Background: an optimization exercise with open tools, aiming at small area. Do not read the settings as production practice. Only simulation tests tie the RTL to the original design; equivalence was not proved. Power and IR drop assume default switching activity.

<file path="config.mk">
export PLATFORM = sky130hd
export DESIGN_NAME = dda_move_engine
export DESIGN_NICKNAME = dda_move_engine
export VERILOG_FILES = /design/flow/design.v
export SDC_FILE = /design/flow/constraint.sdc
export NUM_CORES = 4
export LEC_CHECK = 0
export CAP_MARGIN = 20
export CORE_MARGIN = 2
export CORE_UTILIZATION = 60
export SLEW_MARGIN = 20
</file>
<file path="constraint.sdc">
create_clock -name core_clock -period 11.0 [get_ports {clk}]
set_input_delay 2.2000 -clock core_clock [delete_from_list [all_inputs] [get_ports {clk}]]
set_output_delay 2.2000 -clock core_clock [all_outputs]
set_load 0.01 [all_outputs]
</file>
<file path="design.v">
module dda_move_engine #(
  parameter int          NUM_AXES     = 2,
  parameter int          BUFFER_DEPTH = 4,
  parameter int          DUR_WIDTH    = 64,
  parameter int          ACC_WIDTH    = 64,
  parameter int          DIV_WIDTH    = 24,
  parameter logic [63:0] THRESHOLD    = 64'h7fffffffffffff9b,
  parameter int          STEP_HOLD    = 8
) (
  input  logic                            clk,
  input  logic                            resetn,
  input  logic [DIV_WIDTH-1:0]            clock_divisor,
  input  logic                            wr_valid,
  output logic                            wr_ready,
  input  logic [DUR_WIDTH-1:0]            wr_duration,
  input  logic [NUM_AXES-1:0]             wr_dir,
  input  logic [NUM_AXES*ACC_WIDTH-1:0]   wr_increment,
  input  logic [NUM_AXES*ACC_WIDTH-1:0]   wr_incinc,
  input  logic                            abort,
  output logic [NUM_AXES-1:0]             step,
  output logic [NUM_AXES-1:0]             dir,
  output logic                            busy,
  output logic                            move_done,
  output logic [$clog2(BUFFER_DEPTH):0]   buffer_count
);
  localparam int PTR_W  = $clog2(BUFFER_DEPTH);
  localparam int CNT_W  = PTR_W + 1;
  localparam int HOLD_W = $clog2(STEP_HOLD);
  localparam int LO_W   = 16;                     
  localparam int BLK_W  = 16;                     
  localparam logic [ACC_WIDTH-1:0] CORR = {1'b1, {(ACC_WIDTH-1){1'b0}}} - THRESHOLD[ACC_WIDTH-1:0];
  function automatic logic [ACC_WIDTH-1:0] cia_add(input logic [ACC_WIDTH-1:0] x,
                                                   input logic [ACC_WIDTH-1:0] y,
                                                   input logic [LO_W-1:0]      z);
    logic rc, tt, cb, s0, u, v, vn;
    cb = 1'b0; rc = 1'b0; tt = 1'b1; v = 1'b0;
    for (int i = 0; i < ACC_WIDTH; i++) begin
      if (i >= LO_W && ((i - LO_W) % BLK_W) == 0) begin
        cb = (i == LO_W) ? rc : (rc | (cb & tt));
        rc = (i == LO_W) ? v : 1'b0;
        tt = 1'b1;
      end
      if (i < LO_W) begin
        u  = x[i] ^ y[i] ^ z[i];
        vn = (x[i] & y[i]) | (z[i] & (x[i] ^ y[i]));
        s0 = u ^ v ^ rc;
        rc = (u & v) | (rc & (u ^ v));
        v  = vn;
        cia_add[i] = s0;
      end else begin
        s0 = x[i] ^ y[i] ^ rc;
        rc = (x[i] & y[i]) | (rc & (x[i] ^ y[i]));
        cia_add[i] = s0 ^ (cb & tt);
        tt = tt & s0;
      end
    end
  endfunction
  logic ld, run;
  logic [DUR_WIDTH-1:0]          mem_dur    [BUFFER_DEPTH];
  logic [NUM_AXES-1:0]           mem_dir    [BUFFER_DEPTH];
  logic [NUM_AXES*ACC_WIDTH-1:0] mem_inc    [BUFFER_DEPTH];
  logic [NUM_AXES*ACC_WIDTH-1:0] mem_incinc [BUFFER_DEPTH];
  logic [PTR_W-1:0]              rd_ptr, wr_ptr;
  logic [DUR_WIDTH-1:0]          tickdown;
  logic [NUM_AXES*ACC_WIDTH-1:0] cur_incinc;
  logic [DIV_WIDTH-1:0]          div_m1, clkcnt;    
  logic                          tick_r;            
  logic [ACC_WIDTH-1:0]          inc_r   [NUM_AXES];    
  logic [HOLD_W-1:0]             hcnt    [NUM_AXES];    
  logic [ACC_WIDTH-1:0]          acc     [NUM_AXES];
  logic [NUM_AXES-1:0]           corr;
  logic [ACC_WIDTH-1:0]          acc_sum [NUM_AXES];
  logic [ACC_WIDTH-1:0]          csa_u   [NUM_AXES];
  logic [ACC_WIDTH-1:0]          inc_t   [NUM_AXES];
  logic [ACC_WIDTH-1:0]          corr_t  [NUM_AXES];
  logic [ACC_WIDTH-1:0]          csa_v   [NUM_AXES];
  logic [NUM_AXES-1:0]           pend, fire;
  logic                          push, pop, tick, last, upd, hold;
  logic [BUFFER_DEPTH-1:0]       rsel;
  logic [DUR_WIDTH-1:0]          rd_dur;
  logic [NUM_AXES-1:0]           rd_dir;
  logic [NUM_AXES*ACC_WIDTH-1:0] rd_inc, rd_incinc;
  assign wr_ready = !buffer_count[CNT_W-1] && !abort;
  assign push     = wr_valid && wr_ready;
  assign pop      = !ld && !run && (buffer_count != '0);
  assign tick     = tick_r;
  assign last     = tickdown == DUR_WIDTH'(1);
  assign busy     = ld || run;
  assign upd      = tick && !ld;
  assign hold     = !tick && !ld;
  always_comb begin
    for (int k = 0; k < BUFFER_DEPTH; k++) rsel[k] = ld && (rd_ptr == PTR_W'(k));
    rd_dur = '0; rd_dir = '0; rd_inc = '0; rd_incinc = '0;
    for (int k = 0; k < BUFFER_DEPTH; k++) begin
      rd_dur    = rd_dur    | ({DUR_WIDTH{rsel[k]}} & mem_dur[k]);
      rd_dir    = rd_dir    | ({NUM_AXES{rsel[k]}} & mem_dir[k]);
      rd_inc    = rd_inc    | ({(NUM_AXES*ACC_WIDTH){rsel[k]}} & mem_inc[k]);
      rd_incinc = rd_incinc | ({(NUM_AXES*ACC_WIDTH){rsel[k]}} & mem_incinc[k]);
    end
  end
  always_comb begin
    for (int a = 0; a < NUM_AXES; a++) begin
      inc_t[a]   = {ACC_WIDTH{tick}} & inc_r[a];
      corr_t[a]  = (tick && corr[a]) ? CORR : '0;
      csa_u[a]   = acc[a] ^ inc_t[a] ^ corr_t[a];
      csa_v[a]   = {(acc[a][ACC_WIDTH-2:0] & inc_t[a][ACC_WIDTH-2:0]) |
                    ((acc[a][ACC_WIDTH-2:0] ^ inc_t[a][ACC_WIDTH-2:0]) & corr_t[a][ACC_WIDTH-2:0]), 1'b0};
      acc_sum[a] = cia_add(csa_u[a], csa_v[a], '0);
      fire[a]    = tick && !acc_sum[a][ACC_WIDTH-1] && (acc_sum[a] != '0);
    end
  end
  always_ff @(posedge clk) begin
    if (push) begin
      mem_dur[wr_ptr]    <= wr_duration;
      mem_dir[wr_ptr]    <= wr_dir;
      mem_inc[wr_ptr]    <= wr_increment;
      mem_incinc[wr_ptr] <= wr_incinc;
    end
  end
  always_ff @(posedge clk) begin
    clkcnt <= (ld || tick) ? '0 : clkcnt + 1'b1;
    if (ld) div_m1 <= (clock_divisor == '0) ? '0 : clock_divisor - 1'b1;
    cur_incinc <= rd_incinc | ({(NUM_AXES*ACC_WIDTH){!ld}} & cur_incinc);
    tickdown   <= rd_dur | ({DUR_WIDTH{upd}} & (tickdown - 1'b1)) | ({DUR_WIDTH{hold}} & tickdown);
    for (int a = 0; a < NUM_AXES; a++)
      inc_r[a] <= rd_inc[a*ACC_WIDTH +: ACC_WIDTH] |
                  ({ACC_WIDTH{upd}} & cia_add(inc_r[a], cur_incinc[a*ACC_WIDTH +: ACC_WIDTH], '0)) |
                  ({ACC_WIDTH{hold}} & inc_r[a]);
    for (int a = 0; a < NUM_AXES; a++) begin
      if (fire[a] && !(step[a] || pend[a])) hcnt[a] <= HOLD_W'(STEP_HOLD - 1);
      else if (!fire[a] && pend[a])         hcnt[a] <= HOLD_W'(STEP_HOLD - 1);
      else                                  hcnt[a] <= hcnt[a] - 1'b1;
    end
  end
  always_ff @(posedge clk or negedge resetn) begin
    if (!resetn) begin
      ld           <= 1'b0;
      run          <= 1'b0;
      rd_ptr       <= '0;
      wr_ptr       <= '0;
      buffer_count <= '0;
      move_done    <= 1'b0;
      dir          <= '0;
      step         <= '0;
      pend         <= '0;
      corr         <= '0;
      tick_r       <= 1'b0;
      for (int a = 0; a < NUM_AXES; a++) acc[a] <= '0;
    end else if (abort) begin
      ld           <= 1'b0;
      run          <= 1'b0;
      rd_ptr       <= '0;
      wr_ptr       <= '0;
      buffer_count <= '0;
      move_done    <= 1'b0;
      step         <= '0;
      pend         <= '0;
      corr         <= '0;
      tick_r       <= 1'b0;
      for (int a = 0; a < NUM_AXES; a++) acc[a] <= '0;
    end else begin
      if (ld)        tick_r <= (rd_dur != '0) && (clock_divisor <= DIV_WIDTH'(1));
      else if (tick) tick_r <= !last && (div_m1 == '0);
      else           tick_r <= run && ((clkcnt + 1'b1) == div_m1);
      if (push) wr_ptr <= wr_ptr + 1'b1;
      if (ld)   rd_ptr <= rd_ptr + 1'b1;
      if (push && !pop)      buffer_count <= buffer_count + 1'b1;
      else if (pop && !push) buffer_count <= buffer_count - 1'b1;
      for (int a = 0; a < NUM_AXES; a++) begin
        if (fire[a]) begin
          step[a] <= !(step[a] || pend[a]);
          pend[a] <= step[a] || pend[a];
        end else if (pend[a]) begin
          pend[a] <= 1'b0;
          step[a] <= 1'b1;
        end else if (step[a] && hcnt[a] == '0) begin
          step[a] <= 1'b0;
        end
      end
      ld        <= pop;
      move_done <= (ld && rd_dur == '0) || (tick && last);
      if (ld) begin
        dir <= rd_dir;
        run <= rd_dur != '0;
      end else if (tick && last) begin
        run <= 1'b0;
      end
      corr <= fire | ({NUM_AXES{!tick}} & corr);
      for (int a = 0; a < NUM_AXES; a++)
        acc[a] <= {acc_sum[a][ACC_WIDTH-1] ^ fire[a], acc_sum[a][ACC_WIDTH-2:0]};
    end
  end
endmodule
</file>
<file path="flow/run.sh">
#!/bin/bash
# Standard ORFS layout with two changes: the port buffers are the smallest
# buffer cell, and CTS uses clkbuf_8 leaf clusters without dummy loads.
set -euo pipefail
export BUFFER_PORTS_ARGS="-buffer_cell sky130_fd_sc_hd__buf_1"
export CTS_ARGS="-sink_clustering_enable -repair_clock_nets -dont_use_dummy_load -buf_list sky130_fd_sc_hd__clkbuf_8 -sink_clustering_size 18 -sink_clustering_max_diameter 55"
bash standard.sh > standard_flow.log 2>&1
</file>
<file path="standard.sh">
#!/bin/bash
# synth_recipe.tcl (not shown) runs the flow's synth.tcl, then flattens the netlist and writes it again
# the make line also repeats each setting of config.mk as NAME=value (left out here)
make -C /OpenROAD-flow-scripts/flow DESIGN_CONFIG=/design/flow/config.mk WORK_HOME=/design/flow/orfs CLKGATE_MAP_FILE= SYNTH_SCRIPT=/design/flow/synth_recipe.tcl "${@:-finish}"
</file>
==> impl_metrics.toml, run 1 <==
[placed_design]
place_congestion = 0.8724
dp_hpwl_mm = 114.9
io_buffers = 359
pre_cts_slack_ps = -333.9

[power]
power_frac_seq_pct = 48.8
swShare_pct = 34.41
internal-power_w = 0.01205
clkPwrFrac_pct = 17.5
p_leak_nw = 28.89
irDropWorstVdd_v = 0.0001515
p_per_area_nw_per_um2 = 226.2
power.switching_w = 0.006322
p_comb_share_pct = 33.7

[floorplanning]
dieHeight_um = 359.0
die_w_um = 359.0
initial_core_util_pct = 60.28
die_area_um2 = 128900
ios = 360
coreArea_um2 = 125400
core.rowCount = 130

[layout]
final_common_cell = "edfxtp_1"
area_growth_pct = 7.410
layout_common_cells = "edfxtp_1, buf_1, dfxtp_1, nor2_1, a22oi_1"
drive_above_1_share_pct = 6.471
num-fill-cells = 9391
layout.nets = 6379

[yosys]
avgSynthCellArea_um2 = 14.50
yosysSeqAreaShare_pct = 66.25
synthArstFlopShare_pct = 8.126
synth_edf_count = 1312
synth_area_um2 = 75600
synth-main-ff-cell = "edfxtp_1"
yosys_warnings = 9
synth.distinct_cells = 89
synthCells = 5215
synth_seq_cells = 1809
syn-num-nets = 6029

[sta]
final_hold_viol_count = 0
max_freq_ghz = 0.09482
tightest_slew_ps = 1121
fin_crit_sh_pct = 95.88
timing.hold.ws_ps = 401.3
setup_violations = 0
min_period_ps = 10550
max-slew-margin-rel_pct = 25.29
finalClockSkew_ps = 73.14
finalWorstSetupSlack_ps = 453.2
slew_violations = 0

[worst_setup_path]
path_class = "reg2reg"
cp.arrival_ps = 11270
critical-path-slowest-cell = "fa_2"
cp_max_fo = 5
slowest_delay_ps = 510
timing.rr.start = "tick_r"
crit_path_end_kind = "flop"
cp-start-kind = "flop"
crit_path_start = "tick_r"
crit_top_cell = "fa_2"
cp_data_required_time_ps = 11720

[global_routing]
grt_use_total_pct = 28.13
grt-ovfl-total = 0
grt_max_degree = 157
antenna_found_initial = 45
grt_first_pass_wirelength_mm = 276.6
grt_pass1_vias = 45190

[clock_network]
ctsHoldBuffers = 0
clk_latency_ps = 890
clock_sinks = 1809
clkTransAtPathRegs_ps = 80
cts_buffers = 147
cts_root_buffer = "clkbuf_8"
clock_path_buffers = 3
cts_htree_levels = 4
cts_tree = "yes"

[route]
viasPerCell = 6.166
via_count = 44580
routed_wl_mm = 181.0
firstDrtPassIters = 7
ant_nets = 0
drc = 0
wire_per_inst_um = 25.03
drt_iter0_drc = 3988

[outcome]
status = "finished clean"

[run]
cap_violations = 0

[min_path]
holdCritPathClass = "reg2reg"
hp-start = "hcnt[1][0]"
[path summary, 6_finish.rpt]
kind / endpoint / slack, ps / cells past startpoint
min reg2reg: hcnt[1][0] / 400 / 1
min: hcnt[1][0] / 400 / 1
max reg2reg: step[0] / 450 / 31
max: step[0] / 450 / 31
min in group asynchronous: buffer_count[2] / 1380 / 1
max in group asynchronous: acc[1][55] / 7490 / 3
[worst max-delay path: cells and delay by family, from the launching register on]
| family | cells | cell delay, ps |
|---|---|---|
| fa+ha+maj | 19 | 7360 |
| mux | 1 | 320 |
| flops | 1 | 450 |
| compound gates | 2 | 360 |
| buf+inv | 1 | 150 |
| simple gates | 8 | 1760 |
[cell usage after synthesis (57+ instances only)]
library cell | count | area [um2]
clkbuf_1 | 211 | 792.0
nor2_1 | 340 | 1276
xnor2_1 | 135 | 1182
edfxtp_1 | 1312 | 39400
a22oi_1 | 336 | 2522
nor3_1 | 57 | 285.3
dfxtp_1 | 350 | 7007
nand2_1 | 316 | 1186
o21ai_0 | 61 | 305.3
o211ai_1 | 128 | 960.9
ha_1 | 221 | 2765
fa_1 | 243 | 4865
dfrtp_1 | 147 | 3679
nand3_1 | 136 | 680.7
a222oi_1 | 176 | 1762
inv_1 | 240 | 900.9
xor2_1 | 143 | 1252
[per-layer routing]
| metal | track usage, % | share of wire (%) |
|---|---|---|
| met5 | 0 | 0.13 |
| met4 | 6.106 | 1.9 |
| met3 | 4.713 | 6.0 |
| met2 | 47.01 | 49 |
| met1 | 39.20 | 43 |
[power groups by stage]
stage               clock [W]  combinational [W]  sequential (W)
CTS                   0.00329            0.00621         0.00896
floorplan                   0            0.00438         0.00903
finish                0.00322            0.00620         0.00896
global placement            0            0.00604         0.00908
global route          0.00352            0.00687         0.00906
detailed placement          0            0.00616         0.00911
[area by class of cell]
type | count | area [um2] | share of cell area, %
timing repair buffer | 449 | 2163 | 2.664
multi-input combinational | 2917 | 23910 | 29.45
antenna | 17 | 42.54 | 0.05239
clock buffer | 147 | 2023 | 2.492
inverter | 241 | 908.4 | 1.119
sequential | 1809 | 50090 | 61.68
tap | 1650 | 2064 | 2.542
[state kept, by name (all words and copies together) (netlist names), 2 cells and up]
| name | cells |
|---|---|
| tickdown | 64 |
| rd_ptr | 2 |
| corr | 2 |
| mem_incinc | 512 |
| dir | 2 |
| cur_incinc | 128 |
| clkcnt | 24 |
| acc | 128 |
| wr_ptr | 2 |
| mem_dur | 256 |
| buffer_count | 3 |
| mem_dir | 8 |
| pend | 2 |
| mem_inc | 512 |
| step | 2 |
| inc_r | 128 |
| div_m1 | 24 |
| hcnt | 6 |
[what timing repair did]
action / CTS / global route
gates resized for setup: 11 / 43
pin swaps: 6 / 13
endpoints found under the setup margin: 14 / 16
buffers inserted: 1 / 4
[cell families after synthesis]
logic type,after synthesis,synth area share (%)
flops,1809,66.25
simple gates,1216,7.961
compound gates,943,9.818
buf+inv,489,2.443
fa+ha+maj,464,10.09
xor+xnor,278,3.221
mux,16,0.2168
[metrics by stage]
stage	std cells	TNS (ps)	instance area [um2]	power, W	util (%)
4_1_cts	7209	0	81010	0.01847	64.59
2_1_floorplan	5215	0	75630	0.01341	-
5_1_grt	7221	-88.74	81180	0.01945	64.73
6_report	7230	0	81200	0.01837	64.75
3_3_place_gp	7061	-459.5	78930	0.01512	62.94
3_5_place_dp	7061	-3336	78930	0.01527	62.94
==> run 2: changes to the inputs <==
--- a/design.v
+++ b/design.v
@@ -26,33 +26,22 @@
   localparam int PTR_W  = $clog2(BUFFER_DEPTH);
   localparam int CNT_W  = PTR_W + 1;
   localparam int HOLD_W = $clog2(STEP_HOLD);
-  localparam int LO_W   = 16;                     
-  localparam int BLK_W  = 16;                     
   localparam logic [ACC_WIDTH-1:0] CORR = {1'b1, {(ACC_WIDTH-1){1'b0}}} - THRESHOLD[ACC_WIDTH-1:0];
   function automatic logic [ACC_WIDTH-1:0] cia_add(input logic [ACC_WIDTH-1:0] x,
                                                    input logic [ACC_WIDTH-1:0] y,
-                                                   input logic [LO_W-1:0]      z);
-    logic rc, tt, cb, s0, u, v, vn;
-    cb = 1'b0; rc = 1'b0; tt = 1'b1; v = 1'b0;
+                                                   input int b0, input int bn);
+    logic rc, tt, cb, s0;
+    cb = 1'b0; rc = 1'b0; tt = 1'b1;
     for (int i = 0; i < ACC_WIDTH; i++) begin
-      if (i >= LO_W && ((i - LO_W) % BLK_W) == 0) begin
-        cb = (i == LO_W) ? rc : (rc | (cb & tt));
-        rc = (i == LO_W) ? v : 1'b0;
+      if (i >= b0 && ((i - b0) % bn) == 0) begin
+        cb = (i == b0) ? rc : (rc | (cb & tt));
+        rc = 1'b0;
         tt = 1'b1;
       end
-      if (i < LO_W) begin
-        u  = x[i] ^ y[i] ^ z[i];
-        vn = (x[i] & y[i]) | (z[i] & (x[i] ^ y[i]));
-        s0 = u ^ v ^ rc;
-        rc = (u & v) | (rc & (u ^ v));
-        v  = vn;
-        cia_add[i] = s0;
-      end else begin
-        s0 = x[i] ^ y[i] ^ rc;
-        rc = (x[i] & y[i]) | (rc & (x[i] ^ y[i]));
-        cia_add[i] = s0 ^ (cb & tt);
-        tt = tt & s0;
-      end
+      s0 = x[i] ^ y[i] ^ rc;
+      rc = (x[i] & y[i]) | (rc & (x[i] ^ y[i]));
+      cia_add[i] = (i < b0) ? s0 : (s0 ^ (cb & tt));
+      tt = tt & s0;
     end
   endfunction
   logic ld, run;
@@ -63,7 +52,7 @@
   logic [PTR_W-1:0]              rd_ptr, wr_ptr;
   logic [DUR_WIDTH-1:0]          tickdown;
   logic [NUM_AXES*ACC_WIDTH-1:0] cur_incinc;
-  logic [DIV_WIDTH-1:0]          div_m1, clkcnt;    
+  logic [DIV_WIDTH-1:0]          div_r, clkcnt;     
   logic                          tick_r;            
   logic [ACC_WIDTH-1:0]          inc_r   [NUM_AXES];    
   logic [HOLD_W-1:0]             hcnt    [NUM_AXES];    
@@ -105,7 +94,7 @@
       csa_u[a]   = acc[a] ^ inc_t[a] ^ corr_t[a];
       csa_v[a]   = {(acc[a][ACC_WIDTH-2:0] & inc_t[a][ACC_WIDTH-2:0]) |
                     ((acc[a][ACC_WIDTH-2:0] ^ inc_t[a][ACC_WIDTH-2:0]) & corr_t[a][ACC_WIDTH-2:0]), 1'b0};
-      acc_sum[a] = cia_add(csa_u[a], csa_v[a], '0);
+      acc_sum[a] = cia_add(csa_u[a], csa_v[a], 12, 13);
       fire[a]    = tick && !acc_sum[a][ACC_WIDTH-1] && (acc_sum[a] != '0);
     end
   end
@@ -118,13 +107,13 @@
     end
   end
   always_ff @(posedge clk) begin
-    clkcnt <= (ld || tick) ? '0 : clkcnt + 1'b1;
-    if (ld) div_m1 <= (clock_divisor == '0) ? '0 : clock_divisor - 1'b1;
+    clkcnt <= (ld || tick) ? DIV_WIDTH'(1) : clkcnt + 1'b1;
+    if (ld) div_r <= {clock_divisor[DIV_WIDTH-1:1], clock_divisor[0] | (clock_divisor == '0)};
     cur_incinc <= rd_incinc | ({(NUM_AXES*ACC_WIDTH){!ld}} & cur_incinc);
     tickdown   <= rd_dur | ({DUR_WIDTH{upd}} & (tickdown - 1'b1)) | ({DUR_WIDTH{hold}} & tickdown);
     for (int a = 0; a < NUM_AXES; a++)
       inc_r[a] <= rd_inc[a*ACC_WIDTH +: ACC_WIDTH] |
-                  ({ACC_WIDTH{upd}} & cia_add(inc_r[a], cur_incinc[a*ACC_WIDTH +: ACC_WIDTH], '0)) |
+                  ({ACC_WIDTH{upd}} & cia_add(inc_r[a], cur_incinc[a*ACC_WIDTH +: ACC_WIDTH], 16, 16)) |
                   ({ACC_WIDTH{hold}} & inc_r[a]);
     for (int a = 0; a < NUM_AXES; a++) begin
       if (fire[a] && !(step[a] || pend[a])) hcnt[a] <= HOLD_W'(STEP_HOLD - 1);
@@ -160,8 +149,8 @@
       for (int a = 0; a < NUM_AXES; a++) acc[a] <= '0;
     end else begin
       if (ld)        tick_r <= (rd_dur != '0) && (clock_divisor <= DIV_WIDTH'(1));
-      else if (tick) tick_r <= !last && (div_m1 == '0);
-      else           tick_r <= run && ((clkcnt + 1'b1) == div_m1);
+      else if (tick) tick_r <= !last && (div_r == DIV_WIDTH'(1));
+      else           tick_r <= run && ((clkcnt + 1'b1) == div_r);
       if (push) wr_ptr <= wr_ptr + 1'b1;
       if (ld)   rd_ptr <= rd_ptr + 1'b1;
       if (push && !pop)      buffer_count <= buffer_count + 1'b1;
--- a/config.mk
+++ b/config.mk
@@ -7,5 +7,5 @@
 export LEC_CHECK = 0
 export CAP_MARGIN = 20
 export CORE_MARGIN = 2
-export CORE_UTILIZATION = 60
+export CORE_UTILIZATION = 75
 export SLEW_MARGIN = 20
==> run 2 against run 1 <==
Effect of this change:
- largest power group unchanged
- clock power shrank 3%
- sequential share of layout area grew 0.79 points
- count of clock-buffer cells in the layout shrank 8
- via count grew 2.8%
- hold slack lost 13 ps
- largest cell class unchanged
- register-to-register slack lost 80 ps
- fmax shrank 0.77%
- utilization grew 16 points
- final cell count shrank 3.9%
==> impl_metrics.toml, run 2 <==
[worst_setup_path]
path_depth = 31
slowest_delay_ps = 600
cp_data_required_time_ps = 11710
crit_top_cell = "fa_1"
cp-start-kind = "flop"
cp_num_buf_inv = 1
cp_max_fo = 6
path_class = "reg2reg"
cp.arrival_ps = 11330
crit_path_end_kind = "flop"
reg2reg_depth = 31
critical-path-slowest-cell = "fa_2"
crit_family = "adder cells"

[global_routing]
grt_max_degree = 172
grt_pass1_vias = 45740
grt_first_pass_wirelength_mm = 265.0
grt-ovfl-total = 0
antenna_found_initial = 44
grt_use_total_pct = 33.98

[yosys]
syn-num-nets = 6080
synthArstFlopShare_pct = 8.126
synth_top_area_share_pct = 52.23
netlist_top_cells_count = "edfxtp_1, nand2_1, dfxtp_1"
synth-main-ff-cell = "edfxtp_1"
yosys_warnings = 9
synth_area_um2 = 75420
avgSynthCellArea_um2 = 14.17
synth_top_cell_by_area = "edfxtp_1"
synth_seq_cells = 1809
synth.area.top_cells = "edfxtp_1, dfxtp_1, fa_1"
synthCells = 5324
synth_edf_count = 1312
synth.distinct_cells = 76
yosysMostFrequentCell = "edfxtp_1"
yosysSeqAreaShare_pct = 66.40

[layout]
utilization_pct = 80.30
top_regs = "mem_inc: 512 flops, mem_incinc: 512 flops, mem_dur: 256 flops"
num-fill-cells = 5718
drive_above_1_share_pct = 4.748
layout_common_cells = "edfxtp_1, nand2_1, buf_1, dfxtp_1, a22oi_1"
layout.nets = 6382
final_common_cell = "edfxtp_1"
area_growth_pct = 6.304
stdcell_count = 6951

[route]
via_count = 45830
wire_per_inst_um = 25.11
ant_nets = 0
drc = 0
viasPerCell = 6.593
drt_iter0_drc = 5250
firstDrtPassIters = 7
routed_wl_mm = 174.6

[placed_design]
io_buffers = 359
placed_cells = 6773
dp_hpwl_mm = 110.7
place_congestion = 0.9043

[sta]
max_freq_ghz = 0.09408
slew_violations = 0
fin_crit_sh_pct = 96.63
final_hold_viol_count = 0
max-slew-margin-rel_pct = 6.768
min_period_ps = 10630
finalClockSkew_ps = 95.25
setup_violations = 0
tightest_slew_ps = 1398

[power]
p_per_area_nw_per_um2 = 215.0
irDropWorstVdd_v = 0.0001802
p_leak_nw = 28.61

[clock_network]
cts_root_buffer = "clkbuf_8"
clock_path_buffers = 3
clkTransAtPathRegs_ps = 90
clk_latency_ps = 880
cts_buffers = 139
ctsHoldBuffers = 0
cts_tree = "yes"
clock_sinks = 1809
cts_htree_levels = 4

[run]
cap_violations = 0

[floorplanning]
die_area_um2 = 103100
ios = 360
coreArea_um2 = 99860
core.rowCount = 116
dieHeight_um = 321.1
initial_core_util_pct = 75.53
die_w_um = 321.1

[outcome]
status = "finished clean"

[min_path]
holdCritPathClass = "reg2reg"
min_delay_path_depth = 1
-- run 2: cell count changes in the layout (fill, tap and decap cells not counted), moves of 31 or more --
cell,change
buf_4,-32
o211ai_1,-63
o21ai_0,+43
a22oi_1,-31
a221oi_1,+43
nor2_1,-115
fa_2,-38
o2111ai_1,+88
nand2_1,+148
and2_1,+84
ha_1,-56
a222oi_1,-78
fa_1,+36
inv_1,+59
-- run 2: cell type report --
class / count / area [um2] / share of cell area [%]
Antenna cell: 29 / 72.57 / 0.09051
Sequential cell: 1809 / 50090 / 62.47
Multi-Input combinational cell: 2959 / 23420 / 29.21
Clock buffer: 139 / 1913 / 2.386
Timing Repair Buffer: 418 / 1936 / 2.414
Tap cell: 1298 / 1624 / 2.026
Inverter: 299 / 1122 / 1.400
-- run 2: what timing repair did --
item,4_1_cts,5_1_grt
buffers inserted,0,10
cloned,0,0
pin swaps,0,10
gates resized for setup,1,16
endpoints found under the setup margin,3,14
-- run 2: metrics by stage --
step                      cell area, um2  hold WS, ps  power, W  setup TNS (ps)  setup slack [ps]
after detailed placement           78010        370.7   0.01418               0             8.303
final                              80180        388.1   0.01724               0             371.2
after global routing               80160        404.8   0.01810          -30.82            -30.10
after CTS                          79930        391.2   0.01721               0             34.71
after global placement             78010        369.1   0.01391               0             171.1
after floorplan                    75440        357.9   0.01259               0             55.52
-- run 2: routing by layer --
layer	global-route usage [%]	wire length [um]	share of wire (%)	vias up
met3	6.951	14540	8.3	349
met2	55.59	86570	50	2048
met5	0	277	0.16	-
met1	46.22	68160	39	23000
li1	-	-	-	20380
met4	11.82	5028	2.9	42
-- run 2: final timing paths --
path,from,to,slack [ps]
min,hcnt[1][0],hcnt[1][0],390
max in group asynchronous,resetn,tick_r,8230
max reg2reg,tick_r,hcnt[1][2],370
min reg2reg,hcnt[1][0],hcnt[1][0],390
max,tick_r,hcnt[1][2],370
min in group asynchronous,resetn,acc[1][60],1310
-- run 2: power breakdown --
part           leakage (nW)  total [W]  internal, W  switching, W
Clock                  1.00    0.00311      0.00113       0.00197
Combinational          10.7    0.00520      0.00200       0.00320
Sequential             16.9    0.00893      0.00832      0.000614
-- run 2: kinds of logic (layout without fill, tap and decap cells) --
| kind of cell | count (synthesis) | in the layout | share of synthesized area (%) |
|---|---|---|---|
| AOI/OAI and AO/OA | 943 | 943 | 9.709 |
| xor gates and xnor gates | 275 | 275 | 3.231 |
| adders and majority gates | 406 | 406 | 9.134 |
| buffers and inverters | 556 | 856 | 2.767 |
| DFF | 1809 | 1809 | 66.40 |
| muxes | 8 | 8 | 0.1078 |
| other | 0 | 29 | 0 |
| and+or+nand+nor | 1327 | 1327 | 8.649 |
==> run 3: changes to the inputs <==
--- a/config.mk
+++ b/config.mk
@@ -7,5 +7,5 @@
 export LEC_CHECK = 0
 export CAP_MARGIN = 20
 export CORE_MARGIN = 2
-export CORE_UTILIZATION = 75
+export CORE_UTILIZATION = 60
 export SLEW_MARGIN = 20
==> run 3 against run 2 <==
Effect of this change:
- still clean on timing, DRC and antenna
- cell area increased by 0.80%
- sequential power about the same
- fmax increased by 0.54%
- via count decreased by 2.9%
- total power increased by 0.51%
- clock power increased by 4%
- synthesized cell count unchanged
- utilization decreased by 16 points
- count of clock-buffer cells in the layout increased by 9
- largest cell class unchanged
- largest power group unchanged
==> impl_metrics.toml, run 3 <==
[outcome]
status = "finished clean"

[yosys]
synth-main-ff-cell = "edfxtp_1"
synthArstFlopShare_pct = 8.126
synth_seq_cells = 1809
netlist_top_cells_count = "edfxtp_1, nand2_1, dfxtp_1"
synth_top_area_share_pct = 52.23
syn-num-nets = 6080
yosysMostFrequentCell = "edfxtp_1"
synth.distinct_cells = 76
yosys_warnings = 9
synth_edf_count = 1312
synthCells = 5324
synth.area.top_cells = "edfxtp_1, dfxtp_1, fa_1"
avgSynthCellArea_um2 = 14.17
synth_top_cell_by_area = "edfxtp_1"
synth_area_um2 = 75420
yosysSeqAreaShare_pct = 66.40

[clock_network]
clock_sinks = 1809
clkTransAtPathRegs_ps = 80
clk_latency_ps = 900
cts_buffers = 148
cts_htree_levels = 4
cts_root_buffer = "clkbuf_8"
clock_path_buffers = 3
cts_tree = "yes"

[placed_design]
dp_hpwl_mm = 114.6
place_congestion = 0.8988
io_buffers = 359

[floorplanning]
die_w_um = 358.6
initial_core_util_pct = 60.22
die_area_um2 = 128600
coreArea_um2 = 125200
dieHeight_um = 358.6
ios = 360
core.rowCount = 130

[worst_setup_path]
cp_data_required_time_ps = 11690
critical-path-slowest-cell = "fa_1"
cp-start-kind = "flop"
crit_path_end_kind = "flop"
cp_max_fo = 4
slowest_delay_ps = 590
cp.arrival_ps = 11260
path_class = "reg2reg"
crit_top_cell = "fa_1"

[sta]
tightest_slew_ps = 1077
setup_violations = 0
max-slew-margin-rel_pct = 28.23
max_freq_ghz = 0.09459
fin_crit_sh_pct = 96.11
fin_setup_tns_ps = 0
timing.hold.ws_ps = 398.5
finalClockSkew_ps = 91.22
slew_violations = 0
final_hold_viol_count = 0
rsz0062_at_grt = "false"
min_period_ps = 10570

[route]
ant_nets = 0
firstDrtPassIters = 9
drt_iter0_drc = 4214
viasPerCell = 6.083
via_count = 44510
routed_wl_mm = 181.7
drc = 0
wire_per_inst_um = 24.84

[layout]
area_growth_pct = 7.150
top_regs = "mem_inc: 512 flops, mem_incinc: 512 flops, mem_dur: 256 flops"
final_common_cell = "edfxtp_1"
drive_above_1_share_pct = 5.069
layout.nets = 6400
final-seq-area_um2 = 50090
layout_common_cells = "edfxtp_1, nand2_1, buf_1, dfxtp_1, a22oi_1"
num-fill-cells = 9412
multi_input_area_um2 = 23420

[global_routing]
grt_max_degree = 160
antenna_found_initial = 60
grt_use_total_pct = 28.27
grt_first_pass_wirelength_mm = 272.2
grt_pass1_vias = 44520
grt-ovfl-total = 0

[run]
cap_violations = 0

[min_path]
holdCritPathClass = "reg2reg"

[power]
p_per_area_nw_per_um2 = 214.4
irDropWorstVdd_v = 0.0001447
p_leak_nw = 28.70
==> run 3: changes by cell type in the layout (fill, tap and decap cells not counted), sizes merged <==
cell	before	now
buf	415	424
clkbuf	142	151
diode	29	26
==> run 3: layout make-up <==
cell class                 count  area share (%)
timing repair buffer         427           2.499
tap                         1650           2.554
multi-input combinational   2959           28.98
antenna                       26         0.08051
inverter                     299           1.389
clock buffer                 148           2.520
sequential                  1809           61.98
==> run 3: worst paths after layout <==
check / slack (ps) / cells past startpoint / to / from
max in group asynchronous: 7480 / 3 / acc[1][63] / resetn
min in group asynchronous: 1480 / 1 / run / resetn
max: 430 / 33 / hcnt[0][2] / tick_r
min: 400 / 1 / hcnt[1][0] / hcnt[1][0]
max reg2reg: 430 / 33 / hcnt[0][2] / tick_r
min reg2reg: 400 / 1 / hcnt[1][0] / hcnt[1][0]
==> run 3: cell families (layout without fill, tap and decap cells) <==
group	Yosys count	count (layout)	synth area share (%)
AND/OR/NAND/NOR	1327	1327	8.649
flip-flops	1809	1809	66.40
buffers and inverters	556	874	2.767
AO/OA/AOI/OAI	943	943	9.709
XOR/XNOR	275	275	3.231
other	0	26	0
adder cells (fa/ha/maj)	406	406	9.134
multiplexers	8	8	0.1078
==> run 3: metrics by stage <==
step | setup slack (ps) | std cells | area (um2) | utilization (%) | total power (W)
after floorplan | 55.52 | 5324 | 75440 | - | 0.01259
after global placement | 137.1 | 7135 | 78540 | 62.71 | 0.01408
after detailed placement | 76.41 | 7135 | 78540 | 62.71 | 0.01423
after CTS | 3.983 | 7283 | 80580 | 64.33 | 0.01744
after global routing | 22.41 | 7311 | 80800 | 64.51 | 0.01836
final | 428.4 | 7318 | 80820 | 64.53 | 0.01732
==> run 3: report_power, final <==
group	internal, W	switching (W)
Clock	0.00120	0.00204
Combinational	0.00198	0.00317
Sequential	0.00832	0.000619
==> run 3: worst max-delay path: cells and delay by family, from the launching register on <==
kind	cells	cell delay [ps]
fa+ha+maj	15	6260
simple gates	9	1760
compound gates	6	1400
buf+inv	3	520
flops	1	500
==> run 3: per-layer routing <==
layer	share of wire [%]	global-route usage, %
met3	7.5	6.883
met5	0.19	0
met4	2.4	8.583
met1	42	38.63
met2	48	45.32
==> run 3: what timing repair did <==
action / in CTS / in global routing
resized for setup: 0 / 18
hold buffers: 0 / 0
setup endpoints to repair: 0 / 14
buffers inserted: 0 / 9
==> run 4: changes to the inputs <==
--- a/design.v
+++ b/design.v
@@ -113,8 +113,7 @@
     tickdown   <= rd_dur | ({DUR_WIDTH{upd}} & (tickdown - 1'b1)) | ({DUR_WIDTH{hold}} & tickdown);
     for (int a = 0; a < NUM_AXES; a++)
       inc_r[a] <= rd_inc[a*ACC_WIDTH +: ACC_WIDTH] |
-                  ({ACC_WIDTH{upd}} & cia_add(inc_r[a], cur_incinc[a*ACC_WIDTH +: ACC_WIDTH], 16, 16)) |
-                  ({ACC_WIDTH{hold}} & inc_r[a]);
+                  ({ACC_WIDTH{!ld}} & (tick ? cia_add(inc_r[a], cur_incinc[a*ACC_WIDTH +: ACC_WIDTH], 12, 13) : inc_r[a]));
     for (int a = 0; a < NUM_AXES; a++) begin
       if (fire[a] && !(step[a] || pend[a])) hcnt[a] <= HOLD_W'(STEP_HOLD - 1);
       else if (!fire[a] && pend[a])         hcnt[a] <= HOLD_W'(STEP_HOLD - 1);
--- a/config.mk
+++ b/config.mk
@@ -7,5 +7,6 @@
 export LEC_CHECK = 0
 export CAP_MARGIN = 20
 export CORE_MARGIN = 2
-export CORE_UTILIZATION = 60
+export CORE_UTILIZATION = 75
+export GPL_TIMING_DRIVEN = 0
 export SLEW_MARGIN = 20
==> run 4 against run 3 <==
Effect of this change:
- utilization increased by 18 points
- non-clock buffer count is 233 higher
- global-route usage is 13 points higher
- sequential share of layout area shrank 0.41 points
- register-to-register slack got worse by 170 ps
- flip-flop and latch count is the same
- critical path depth is 1 higher
- clock skew shrank 38 ps
- critical path type unchanged
- count of clock-buffer cells in the layout fell by 7
==> impl_metrics.toml, run 4 <==
[outcome]
status = "finished clean"

[power]
internal-power_w = 0.01157
p_per_area_nw_per_um2 = 220.2
p_leak_nw = 29.04
clkPwrFrac_pct = 17.6
irDropWorstVdd_v = 0.0001727
p_comb_share_pct = 32.0
swShare_pct = 35.40
power_frac_seq_pct = 50.4
power.switching_w = 0.006341

[route]
firstDrtPassIters = 9
via_count = 48550
viasPerCell = 6.885
ant_nets = 0
wire_per_inst_um = 29.98
drc = 0
drt_iter0_drc = 7576
routed_wl_mm = 211.4

[clock_network]
cts_buffers = 141
clk_latency_ps = 880
cts_tree = "yes"
clock_sinks = 1809
clock_path_buffers = 3
ctsHoldBuffers = 0
cts_root_buffer = "clkbuf_8"
clkTransAtPathRegs_ps = 110
cts_htree_levels = 4

[worst_setup_path]
cp_num_buf_inv = 3
rrSetupSlack_ps = 260
slowest_delay_ps = 570
cp-start-kind = "flop"
worstReg2RegEnd = "hcnt[1][0]"
crit_path_start = "tick_r"
crit_family = "adder cells"
cp_data_required_time_ps = 11760
path_depth = 34
timing.rr.start = "tick_r"
endpoint = "hcnt[1][0]"
crit_top_cell = "fa_2"
cp.arrival_ps = 11500
path_class = "reg2reg"
crit_path_end_kind = "flop"
reg2reg_depth = 34
critical-path-slowest-cell = "fa_1"
cp_max_fo = 10

[yosys]
synth.distinct_cells = 87
synthArstFlopShare_pct = 8.126
yosysSeqAreaShare_pct = 66.85
yosys_warnings = 9
avgSynthCellArea_um2 = 14.47
synth_edf_count = 1312
synth-main-ff-cell = "edfxtp_1"
netlist_top_cells_count = "edfxtp_1, nand2_1, dfxtp_1"
syn-num-nets = 5937
synthCells = 5179
synth_top_cell_by_area = "edfxtp_1"
synth_area_um2 = 74920
synth_seq_cells = 1809
synth.area.top_cells = "edfxtp_1, dfxtp_1, fa_1"
yosysMostFrequentCell = "edfxtp_1"
synth_top_area_share_pct = 52.59

[global_routing]
grt_use_total_pct = 41.53
grt-ovfl-total = 0
grt_pass1_vias = 48130
antenna_found_initial = 60
grt_first_pass_wirelength_mm = 305.8
grt_max_degree = 50

[sta]
setup_violations = 0
timing.hold.ws_ps = 386.2
min_period_ps = 10740
tightest_slew_ps = 1249
finalClockSkew_ps = 53.56
final_hold_viol_count = 0
max_freq_ghz = 0.09310
max-slew-margin-rel_pct = 16.70
slew_violations = 0
fin_crit_sh_pct = 97.64
finalWorstSetupSlack_ps = 259.2

[floorplanning]
die_w_um = 320.1
initial_core_util_pct = 75.90
die_area_um2 = 102400
coreArea_um2 = 98710
dieHeight_um = 320.1
core.rowCount = 115
ios = 360

[placed_design]
placed_cells = 6867
place_congestion = 0.9691
pre_cts_slack_ps = -3595
dp_hpwl_mm = 151.0
placedInstanceArea_um2 = 78930
io_buffers = 359

[layout]
layout.nets = 6494
layout_common_cells = "edfxtp_1, buf_1, nand2_1, dfxtp_1, a22oi_1"
stdcell_count = 7052
postLayoutCellArea_um2 = 81350
area_growth_pct = 8.583
final_common_cell = "edfxtp_1"
drive_above_1_share_pct = 5.598
top_regs = "mem_inc: 512 flops, mem_incinc: 512 flops, mem_dur: 256 flops"

[run]
cap_violations = 0

[min_path]
holdCritPathClass = "reg2reg"
==> run 4: cell types whose count changed after synthesis, sizes merged, moves of 17 or more <==
cell,change
a21oi,+47
a221oi,-37
a222oi,+51
buf,-17
inv,-58
nand2,-98
nand3,+26
nor2,+25
nor2b,+30
nor3,-18
o2111ai,-53
o211ai,+36
o21ai,-50
==> run 4: routing by layer <==
metal  vias up  global-route usage (%)  share of wire, %
met5         -                       0              0.18
met1     24070                   56.50                36
met2      3395                   61.84                45
li1      20470                       -                 -
met3       565                   14.41                15
met4        58                   17.81               4.7
==> run 4: logic make-up after synthesis <==
group | synth area share, %
buffers and inverters | 2.458
xor gates and xnor gates | 3.355
and+or+nand+nor | 8.533
muxes | 0.1871
AOI/OAI and AO/OA | 9.405
DFF | 66.85
adders and majority gates | 9.209
==> run 4: timing repair <==
item / 4_1_cts / 5_1_grt
setup buffers: 10 / 3
gates resized for setup: 48 / 30
endpoints found under the setup margin: 78 / 14
pin swaps: 9 / 12
gates cloned: 0 / 0
==> run 4: through the flow <==
step,total power [W],util [%],TNS (ps)
3_3_place_gp,0.01453,78.90,-7181410
4_1_cts,0.01769,82.19,0
5_1_grt,0.01860,82.38,-46.48
3_5_place_dp,0.01464,79.97,-88000
2_1_floorplan,0.01259,-,0
6_report,0.01791,82.41,0
==> run 4: worst min-delay path by stage <==
stage	startpoint	endpoint	slack, ps	depth (start not counted)
after floorplan	hcnt[0][0]	hcnt[0][0]	360	1
after global placement	hcnt[1][0]	hcnt[1][0]	360	1
after detailed placement	hcnt[0][0]	hcnt[0][0]	370	1
after CTS	hcnt[0][0]	hcnt[0][0]	390	1
after global routing	hcnt[0][0]	hcnt[0][0]	400	1
final	hcnt[0][0]	hcnt[0][0]	390	1
==> run 4: final cells by class <==
| type | count | area (um2) |
|---|---|---|
| Sequential cell | 1809 | 50090 |
| Buffer | 245 | 1049 |
| Antenna cell | 31 | 77.57 |
| Tap cell | 1287 | 1610 |
| Timing Repair Buffer | 415 | 2467 |
| Clock buffer | 141 | 1941 |
| Inverter | 241 | 904.6 |
| Fill cell | 5346 | 17360 |
| Multi-Input combinational cell | 2883 | 23210 |
==> run 4: power by group through the flow <==
stage               clock (W)  combinational, W  sequential, W
floorplan                   0           0.00362        0.00897
global placement            0           0.00520        0.00933
detailed placement          0           0.00551        0.00913
CTS                   0.00314           0.00556        0.00898
global route          0.00335           0.00616        0.00908
finish                0.00316           0.00573        0.00902
==> run 5: changes to the inputs <==
--- a/config.mk
+++ b/config.mk
@@ -7,6 +7,5 @@
 export LEC_CHECK = 0
 export CAP_MARGIN = 20
 export CORE_MARGIN = 2
-export CORE_UTILIZATION = 75
-export GPL_TIMING_DRIVEN = 0
+export CORE_UTILIZATION = 85
 export SLEW_MARGIN = 20
==> run 5 against run 4 <==
Effect of this change:
- still clean
- cell area down 2.4%
- global-route usage up 1.4 points
- non-clock buffer count down 243
- combinational power down 4.4%
- utilization up 8.8 points
- count of clock-buffer cells in the layout down 11
- clock skew up 63 ps
- hold slack better by 28 ps
- final cell count down 5.1%
- fmax up 1.3%
- critical path type unchanged
- critical endpoint is now hcnt[1][1]
==> impl_metrics.toml, run 5 <==
[outcome]
status = "finished clean"

[clock_network]
cts_buffers = 130
clkTransAtPathRegs_ps = 120
cts_htree_levels = 4
clk_latency_ps = 880
clock_path_buffers = 3
cts_root_buffer = "clkbuf_8"
cts_tree = "yes"
clock_sinks = 1809

[power]
p_leak_nw = 28.35
p_comb_share_pct = 31.2
internal-power_w = 0.01144
power.switching_w = 0.006136
p_per_area_nw_per_um2 = 221.5
irDropWorstVdd_v = 0.0002302
swShare_pct = 34.91
p_total_w = 0.01758
clkPwrFrac_pct = 17.3
power_frac_seq_pct = 51.5

[layout]
utilization_pct = 91.21
final-seq-area_um2 = 50090
multi_input_area_um2 = 23110
drive_above_1_share_pct = 4.544
layout_common_cells = "edfxtp_1, nand2_1, buf_1, dfxtp_1, a22oi_1"
area_growth_pct = 5.947
top_regs = "mem_inc: 512 flops, mem_incinc: 512 flops, mem_dur: 256 flops"
stdcell_count = 6690
num-fill-cells = 3113
postLayoutCellArea_um2 = 79370
final_common_cell = "edfxtp_1"
layout.nets = 6240

[run]
cap_violations = 0

[yosys]
synth_top_area_share_pct = 52.59
yosysMostFrequentCell = "edfxtp_1"
netlist_top_cells_count = "edfxtp_1, nand2_1, dfxtp_1"
synth_edf_count = 1312
synthCells = 5179
synth_area_um2 = 74920
avgSynthCellArea_um2 = 14.47
synth.area.top_cells = "edfxtp_1, dfxtp_1, fa_1"
syn-num-nets = 5937
yosysSeqAreaShare_pct = 66.85
synth-main-ff-cell = "edfxtp_1"
yosys_warnings = 9
synthArstFlopShare_pct = 8.126
synth_seq_cells = 1809
synth.distinct_cells = 87
synth_top_cell_by_area = "edfxtp_1"

[worst_setup_path]
cp.arrival_ps = 11350
critical-path-slowest-cell = "fa_1"
cp-start-kind = "flop"
path_class = "reg2reg"
slowest_delay_ps = 600
crit_family = "adder cells"
crit_path_end_kind = "flop"
cp_num_buf_inv = 0
cp_data_required_time_ps = 11750
crit_top_cell = "fa_1"
cp_max_fo = 9

[floorplanning]
die_w_um = 300.9
initial_core_util_pct = 86.09
dieHeight_um = 300.9
coreArea_um2 = 87020
die_area_um2 = 90530
ios = 360
core.rowCount = 108

[route]
viasPerCell = 7.296
via_count = 48810
drc = 0
firstDrtPassIters = 14
routed_wl_mm = 193.8
wire_per_inst_um = 28.97
drt_iter0_drc = 8304
ant_nets = 0

[global_routing]
grt_max_degree = 142
grt_use_total_pct = 42.93
antenna_found_initial = 56
grt_pass1_vias = 49040
grt-ovfl-total = 0
grt_first_pass_wirelength_mm = 289.2

[sta]
slew_violations = 0
tightest_slew_ps = 1153
rsz0062_at_grt = "false"
min_period_ps = 10600
finalClockSkew_ps = 116.5
final_hold_viol_count = 0
max-slew-margin-rel_pct = 22.99
max_freq_ghz = 0.09435
setup_violations = 0
fin_crit_sh_pct = 96.35

[placed_design]
place_congestion = 0.9271
dp_hpwl_mm = 119.5
placed_cells = 6497
io_buffers = 359
placedInstanceArea_um2 = 77300

[min_path]
holdCritPathClass = "reg2reg"
[run 5: cell counts after synthesis]
No cell type changed its count.
[run 5: per-layer routing]
metal  share of wire, %  global-route usage, %
met1                 33                  56.11
met2                 48                  68.77
met3                 14                  11.68
met4                4.9                  19.32
met5               0.14                      0
[run 5: power by group through the flow]
stage	registers, W	logic, W	clock network [W]
final	0.00905	0.00548	0.00305
after global routing	0.00910	0.00581	0.00322
after CTS	0.00901	0.00532	0.00302
after detailed placement	0.00913	0.00511	0
after global placement	0.00905	0.00468	0
after floorplan	0.00897	0.00362	0
[run 5: kinds of logic after synthesis]
| logic type | after synthesis | share of synthesized area, % |
|---|---|---|
| AOI/OAI and AO/OA | 905 | 9.405 |
| xor gates and xnor gates | 287 | 3.355 |
| adders and majority gates | 408 | 9.209 |
| buffers and inverters | 487 | 2.458 |
| DFF | 1809 | 66.85 |
| muxes | 14 | 0.1871 |
| and+or+nand+nor | 1269 | 8.533 |
[run 5: final cells by class]
type	instances	area share, %
flip-flops and latches	1809	63.11
multi-input cells	2883	29.12
repair buffers	417	2.385
clock buffers	130	2.254
well taps	1155	1.821
inverters	241	1.140
diodes	55	0.1734
[run 5: worst paths after layout]
kind / startpoint / endpoint / slack, ps / depth (start not counted)
worst max-delay path: tick_r / hcnt[1][1] / 400 / 31
worst min-delay path: hcnt[1][0] / hcnt[1][0] / 410 / 1
worst max register to register: tick_r / hcnt[1][1] / 400 / 31
worst min register to register: hcnt[1][0] / hcnt[1][0] / 410 / 1
max in group asynchronous: resetn / tick_r / 7700 / 4
min in group asynchronous: resetn / acc[1][1] / 1190 / 1
[run 5: stage by stage]
| step | worst slack (ps) | setup TNS, ps | hold slack (ps) |
|---|---|---|---|
| after floorplan | 50.68 | 0 | 357.9 |
| after global placement | 279.8 | 0 | 365.4 |
| after detailed placement | -29.37 | -36.01 | 378.0 |
| after CTS | 17.60 | 0 | 396.3 |
| after global routing | 2.641 | 0 | 419.9 |
| final | 401.6 | 0 | 414.0 |
[run 5: what timing repair did]
item,in CTS,in global routing
pin swaps,0,7
hold buffers,0,0
gates resized for setup,1,7
endpoints found under the setup margin,1,14
buffers inserted,0,6
==> run 6: changes to the inputs <==
--- a/config.mk
+++ b/config.mk
@@ -7,5 +7,5 @@
 export LEC_CHECK = 0
 export CAP_MARGIN = 20
 export CORE_MARGIN = 2
-export CORE_UTILIZATION = 85
+export CORE_UTILIZATION = 75
 export SLEW_MARGIN = 20
==> run 6 against run 5 <==
Effect of this change:
- area after synthesis did not move
- count of clock-buffer cells in the layout rose by 9
- via count fell by 7.2%
- fmax rose by 0.61%
- clock skew fell by 51 ps
- hold slack got worse by 24 ps
- cell area rose by 0.34%
- utilization fell by 11 points
- combinational power fell by 6.0%
- critical path depth did not move
- sequential share of layout area fell by 0.22 points
- critical path type unchanged
- largest cell class unchanged
==> impl_metrics.toml, run 6 <==
[yosys]
synth_top_area_share_pct = 52.59
synth_mux_area_share_pct = 0.1871
synth_top_family_by_area = "compound AO/OA/AOI/OAI gates"
synth_area_um2 = 74920
synthArstFlopShare_pct = 8.126
avgSynthCellArea_um2 = 14.47
synth-main-ff-cell = "edfxtp_1"
synth.distinct_cells = 87
synth_edf_count = 1312
synth_top_cell_by_area = "edfxtp_1"
synthXorXnorAreaFrac_pct = 3.355
yosysSeqAreaShare_pct = 66.85
synth_adder_area_share_pct = 9.209
yosysMostFrequentCell = "edfxtp_1"
netlist_top_cells_count = "edfxtp_1, nand2_1, dfxtp_1"
yosys.area_share.simple_pct = 8.533
syn-num-nets = 5937
synthCells = 5179
synth-compound-area-share_pct = 9.405
synth_seq_cells = 1809
yosys_warnings = 9
synth.area.top_cells = "edfxtp_1, dfxtp_1, fa_1"

[worst_setup_path]
timing.rr.start = "tick_r"
cp_max_fo = 6
cp-start-kind = "flop"
reg2reg_depth = 31
cp_num_buf_inv = 0
crit_path_end_kind = "flop"
critical-path-slowest-cell = "fa_1"
crit_path_start = "tick_r"
cp.arrival_ps = 11240
worstReg2RegEnd = "hcnt[1][0]"
slowest_delay_ps = 600
rrSetupSlack_ps = 470
path_class = "reg2reg"
crit_top_cell = "fa_1"
crit_family = "adder cells"
cp_data_required_time_ps = 11710
path_depth = 31

[global_routing]
grt_first_pass_wirelength_mm = 265.7
grt_max_degree = 151
grt-ovfl-total = 0
antenna_found_initial = 60
grt_use_total_pct = 34.52
grt_pass1_vias = 45230

[layout]
layout_common_cells = "edfxtp_1, nand2_1, buf_1, dfxtp_1, a22oi_1"
top_regs = "mem_inc: 512 flops, mem_incinc: 512 flops, mem_dur: 256 flops"
utilization_pct = 80.69
num-fill-cells = 5568
final_common_cell = "edfxtp_1"
drive_above_1_share_pct = 4.752
postLayoutCellArea_um2 = 79640
layout.nets = 6253
area_growth_pct = 6.312

[floorplanning]
core.rowCount = 115
coreArea_um2 = 98710
die_area_um2 = 102400
initial_core_util_pct = 75.90
die_w_um = 320.1
dieHeight_um = 320.1
ios = 360

[run]
cap_violations = 0

[clock_network]
clkTransAtPathRegs_ps = 90
cts_tree = "yes"
cts_buffers = 139
cts_root_buffer = "clkbuf_8"
clk_latency_ps = 870
clock_path_buffers = 3
clock_sinks = 1809
cts_htree_levels = 4

[min_path]
hp-start = "hcnt[0][0]"
min_delay_path_depth = 1
worstHoldEndpoint = "hcnt[0][0]"
holdCritPathClass = "reg2reg"

[sta]
tightest_slew_ps = 1151
timing.hold.ws_ps = 390.4
max-slew-margin-rel_pct = 23.26
slew_violations = 0
finalClockSkew_ps = 65.91
setup_violations = 0
fin_setup_tns_ps = 0
min_period_ps = 10530
max_freq_ghz = 0.09493
final_hold_viol_count = 0
fin_crit_sh_pct = 95.77

[placed_design]
dp_hpwl_mm = 113.4
placedInstanceArea_um2 = 77490
place_congestion = 0.8816
io_buffers = 359

[route]
ant_nets = 0
via_count = 45300
viasPerCell = 6.638
drc = 0
routed_wl_mm = 175.8
wire_per_inst_um = 25.76
firstDrtPassIters = 8
drt_iter0_drc = 5731

[power]
internal-power_w = 0.01146
p_total_w = 0.01722
p_per_area_nw_per_um2 = 216.2
p_comb_share_pct = 29.9
swShare_pct = 33.44
power_frac_seq_pct = 52.2
p_leak_nw = 28.43
clkPwrFrac_pct = 17.9
irDropWorstVdd_v = 0.0001864
power.switching_w = 0.005758

[outcome]
status = "finished clean"
## run 6: routing by layer
metal  part of all wire (%)  track usage, %  up-vias
li1                       -               -    20000
met1                     40           49.78    22540
met2                     46           51.52     2398
met3                     12           10.35      314
met4                    2.3           10.91       52
met5                   0.18               0        -
## run 6: kinds of logic after synthesis
logic type / after synthesis
simple gates: 1269
flops: 1809
mux: 14
xor+xnor: 287
fa+ha+maj: 408
compound gates: 905
buf+inv: 487
## run 6: power groups by stage
stage / combinational [W] / clock, W / sequential, W
2_1_floorplan: 0.00362 / 0 / 0.00897
5_1_grt: 0.00565 / 0.00335 / 0.00906
3_3_place_gp: 0.00483 / 0 / 0.00906
6_report: 0.00515 / 0.00309 / 0.00898
4_1_cts: 0.00509 / 0.00311 / 0.00896
3_5_place_dp: 0.00505 / 0 / 0.00911
## run 6: per-stage QoR
step / setup slack, ps / instances
floorplan: 50.68 / 5179
global placement: 329.6 / 6630
detailed placement: -13.96 / 6630
CTS: 1.601 / 6769
global route: -1.757 / 6804
finish: 465.5 / 6825
## run 6: final cells by class
type	instances	area (um2)	share of cell area [%]
Inverter	241	904.6	1.136
Multi-Input combinational cell	2883	23110	29.01
Clock buffer	139	1913	2.402
Timing Repair Buffer	421	1906	2.393
Sequential cell	1809	50090	62.89
Antenna cell	45	112.6	0.1414
Tap cell	1287	1610	2.022
## run 6: worst max-delay path by stage
stage	slack, ps	to
final	470	hcnt[1][0]
after CTS	2	hcnt[1][1]
after global routing	-2	hcnt[1][1]
after detailed placement	-10	hcnt[1][1]
after floorplan	50	hcnt[1][0]
after global placement	330	hcnt[1][0]
## run 6: timing repair
item | 4_1_cts | 5_1_grt
resized for setup | 0 | 7
buffers inserted | 0 | 11
hold buffers | 0 | 0
endpoints found under the setup margin | 0 | 14
==> run 7: changes to the inputs <==
==> flow/run.sh (replaced) <==
#!/bin/bash
# Standard ORFS layout with three changes: the port buffers are the smallest
# buffer cell, CTS uses clkbuf_8 leaf clusters without dummy loads, and the
# global-route stage downsizes gates off the critical paths.
set -euo pipefail
export BUFFER_PORTS_ARGS="-buffer_cell sky130_fd_sc_hd__buf_1"
export CTS_ARGS="-sink_clustering_enable -repair_clock_nets -dont_use_dummy_load -buf_list sky130_fd_sc_hd__clkbuf_8 -sink_clustering_size 18 -sink_clustering_max_diameter 55"
export RECOVER_POWER=100
bash standard.sh > standard_flow.log 2>&1
==> run 7 against run 6 <==
Effect of this change:
- the layout now fails its checks (max-capacitance violations, max-slew violations)
- total power up 0.19%
- highest routed layer unchanged
- fmax fell by 0.10%
- sequential power is 0.6% higher
- clock skew decreased by 0.62 ps
- largest cell class unchanged
- non-clock buffer count did not move
- area after synthesis stayed put
- register-to-register slack about the same
- count of clock-buffer cells in the layout unchanged
- flip-flop and latch count unchanged
- clock power about the same
==> impl_metrics.toml, run 7 <==
[yosys]
synth_top_cell_by_area = "edfxtp_1"
synthArstFlopShare_pct = 8.126
synth_edf_count = 1312
synth.distinct_cells = 87
syn-num-nets = 5937
synthCells = 5179
yosys_warnings = 9
synth.area.top_cells = "edfxtp_1, dfxtp_1, fa_1"
synth_area_um2 = 74920
synth_top_area_share_pct = 52.59
netlist_top_cells_count = "edfxtp_1, nand2_1, dfxtp_1"
synth_seq_cells = 1809
yosysSeqAreaShare_pct = 66.85
synth-main-ff-cell = "edfxtp_1"
yosysMostFrequentCell = "edfxtp_1"
avgSynthCellArea_um2 = 14.47

[layout]
multi_input_area_um2 = 23060
layout.nets = 6253
final-seq-area_um2 = 50090
postLayoutCellArea_um2 = 79430
top_regs = "mem_inc: 512 flops, mem_incinc: 512 flops, mem_dur: 256 flops"
drive_above_1_share_pct = 4.151
layout_common_cells = "edfxtp_1, nand2_1, buf_1, dfxtp_1, a22oi_1"
area_growth_pct = 6.029
final_common_cell = "edfxtp_1"
num-fill-cells = 5603

[placed_design]
dp_hpwl_mm = 113.4
place_congestion = 0.8816
placedInstanceArea_um2 = 77490
io_buffers = 359

[run]
cap_violations = 30

[global_routing]
grt_use_total_pct = 34.52
grt_first_pass_wirelength_mm = 265.7
grt_max_degree = 151
grt_pass1_vias = 45230
grt-ovfl-total = 0
antenna_found_initial = 61

[min_path]
holdCritPathClass = "reg2reg"
worstHoldEndpoint = "hcnt[0][0]"
min_delay_path_depth = 1
hp-start = "hcnt[0][0]"

[clock_network]
cts_htree_levels = 4
clock_path_buffers = 3
clkTransAtPathRegs_ps = 90
cts_tree = "yes"
cts_buffers = 139
clk_latency_ps = 860
cts_root_buffer = "clkbuf_8"
clock_sinks = 1809

[route]
wire_per_inst_um = 25.80
routed_wl_mm = 176.0
ant_nets = 0
drc = 0
drt_iter0_drc = 5515
via_count = 45040
firstDrtPassIters = 8
viasPerCell = 6.601

[floorplanning]
die_area_um2 = 102400
die_w_um = 320.1
coreArea_um2 = 98710
core.rowCount = 115
dieHeight_um = 320.1
ios = 360
initial_core_util_pct = 75.90

[worst_setup_path]
worstReg2RegEnd = "hcnt[1][0]"
path_class = "reg2reg"
cp_max_fo = 6
cp_data_required_time_ps = 11690
timing.rr.start = "tick_r"
critical-path-slowest-cell = "fa_1"
crit_top_cell = "fa_1"
crit_path_end_kind = "flop"
crit_family = "adder cells"
rrSetupSlack_ps = 450
cp-start-kind = "flop"
cp.arrival_ps = 11240
slowest_delay_ps = 600
cp_num_buf_inv = 0
reg2reg_depth = 31

[outcome]
violatedChecks = "max-capacitance violations, max-slew violations"
status = "complete, but fails checks"

[sta]
rsz0062_at_grt = "false"
max-slew-margin-rel_pct = -196.8
min_period_ps = 10550
final_hold_viol_count = 0
setup_violations = 0
finalClockSkew_ps = 65.28
tightest_slew_ps = 4452
fin_crit_sh_pct = 95.87
max_freq_ghz = 0.09483
slew_violations = 1994
timing.hold.ws_ps = 388.9

[power]
irDropWorstVdd_v = 0.0001866
p_per_area_nw_per_um2 = 217.2
p_leak_nw = 28.32
run 7: cell counts after synthesis:
Identical to the previous run, type by type.
run 7: repair_timing:
item / 4_1_cts / 5_1_grt
setup endpoints to repair: 0 / 14
hold buffers: 0 / 0
gates resized for setup: 0 / 7
buffers inserted: 0 / 11
run 7: kinds of logic (layout without fill, tap and decap cells):
kind of cell / after synthesis / count (layout) / synth area share (%)
AO/OA/AOI/OAI: 905 / 905 / 9.405
XOR/XNOR: 287 / 287 / 3.355
flip-flops: 1809 / 1809 / 66.85
buffers and inverters: 487 / 801 / 2.458
AND/OR/NAND/NOR: 1269 / 1269 / 8.533
adder cells (fa/ha/maj): 408 / 408 / 9.209
multiplexers: 14 / 14 / 0.1871
other: 0 / 43 / 0
run 7: through the flow:
step / setup TNS, ps / setup WS [ps] / cells / util [%] / power (W)
after floorplan: 0 / 50.68 / 5179 / - / 0.01259
after global placement: 0 / 329.6 / 6630 / 78.51 / 0.01389
after detailed placement: -13.96 / -13.96 / 6630 / 78.51 / 0.01415
after CTS: 0 / 1.601 / 6769 / 80.45 / 0.01717
after global routing: 0 / 1.370 / 6804 / 80.42 / 0.01810
final: 0 / 454.5 / 6823 / 80.47 / 0.01725
run 7: per-layer routing:
layer | track usage [%] | routed length, um | part of all wire, %
met1 | 49.78 | 69960 | 40
met2 | 51.52 | 80900 | 46
met3 | 10.35 | 20590 | 12
met4 | 10.91 | 4236 | 2.4
met5 | 0 | 335 | 0.19
run 7: worst max path at each step:
stage	cells after the start	endpoint	slack [ps]	startpoint
after global placement	31	hcnt[1][0]	330	tick_r
after CTS	31	hcnt[1][1]	2	tick_r
after floorplan	35	hcnt[1][0]	50	tick_r
after global routing	31	hcnt[1][1]	1	tick_r
after detailed placement	31	hcnt[1][1]	-10	tick_r
final	31	hcnt[1][0]	450	tick_r
run 7: area by class of cell:
class                   count  area share (%)
repair buffers            421           2.204
multi-input cells        2883           29.03
diodes                     43          0.1355
inverters                 241           1.139
well taps                1287           2.027
flip-flops and latches   1809           63.06
clock buffers             139           2.408
run 7: report_power, final:
group,switching (W),internal (W)
Combinational,0.00315,0.00198
Sequential,0.000643,0.00839
Clock,0.00195,0.00113
Total,0.00575,0.0115

==> what the ideal ports hide <==
Ports are ideal in the flow. The routed layouts listed here were re-timed in OpenROAD. Step 1: set_driving_cell puts a clkbuf_16 on clk and a buf_2 on each other input, an assumption about the parent block. Step 2 moves the port delays by t, midway between the first and last clock arrival at a register: inputs arrive t later, outputs are due t later. That takes back most of the time a late clock gives input paths. a / b / c = ideal ports / drivers / drivers and shift; a / b = the first two.
run	t (ns)	setup WS [ns]	cell pins on the clock port's net
run 1	0.930	0.453 / 0.453 / 0.453	1
run 2	0.908	0.371 / 0.371 / 0.371	1
run 3	0.930	0.428 / 0.428 / 0.428	1
run 4	0.920	0.259 / 0.259 / 0.259	1
run 5	0.895	0.402 / 0.402 / 0.402	1
run 6	0.908	0.466 / 0.466 / 0.466	1
run 7	0.897	0.454 / 0.454 / 0.050	1
For run 7, which loses most, drivers alone change the setup slack by 0.000 ns; drivers and shift together by -0.404 ns.
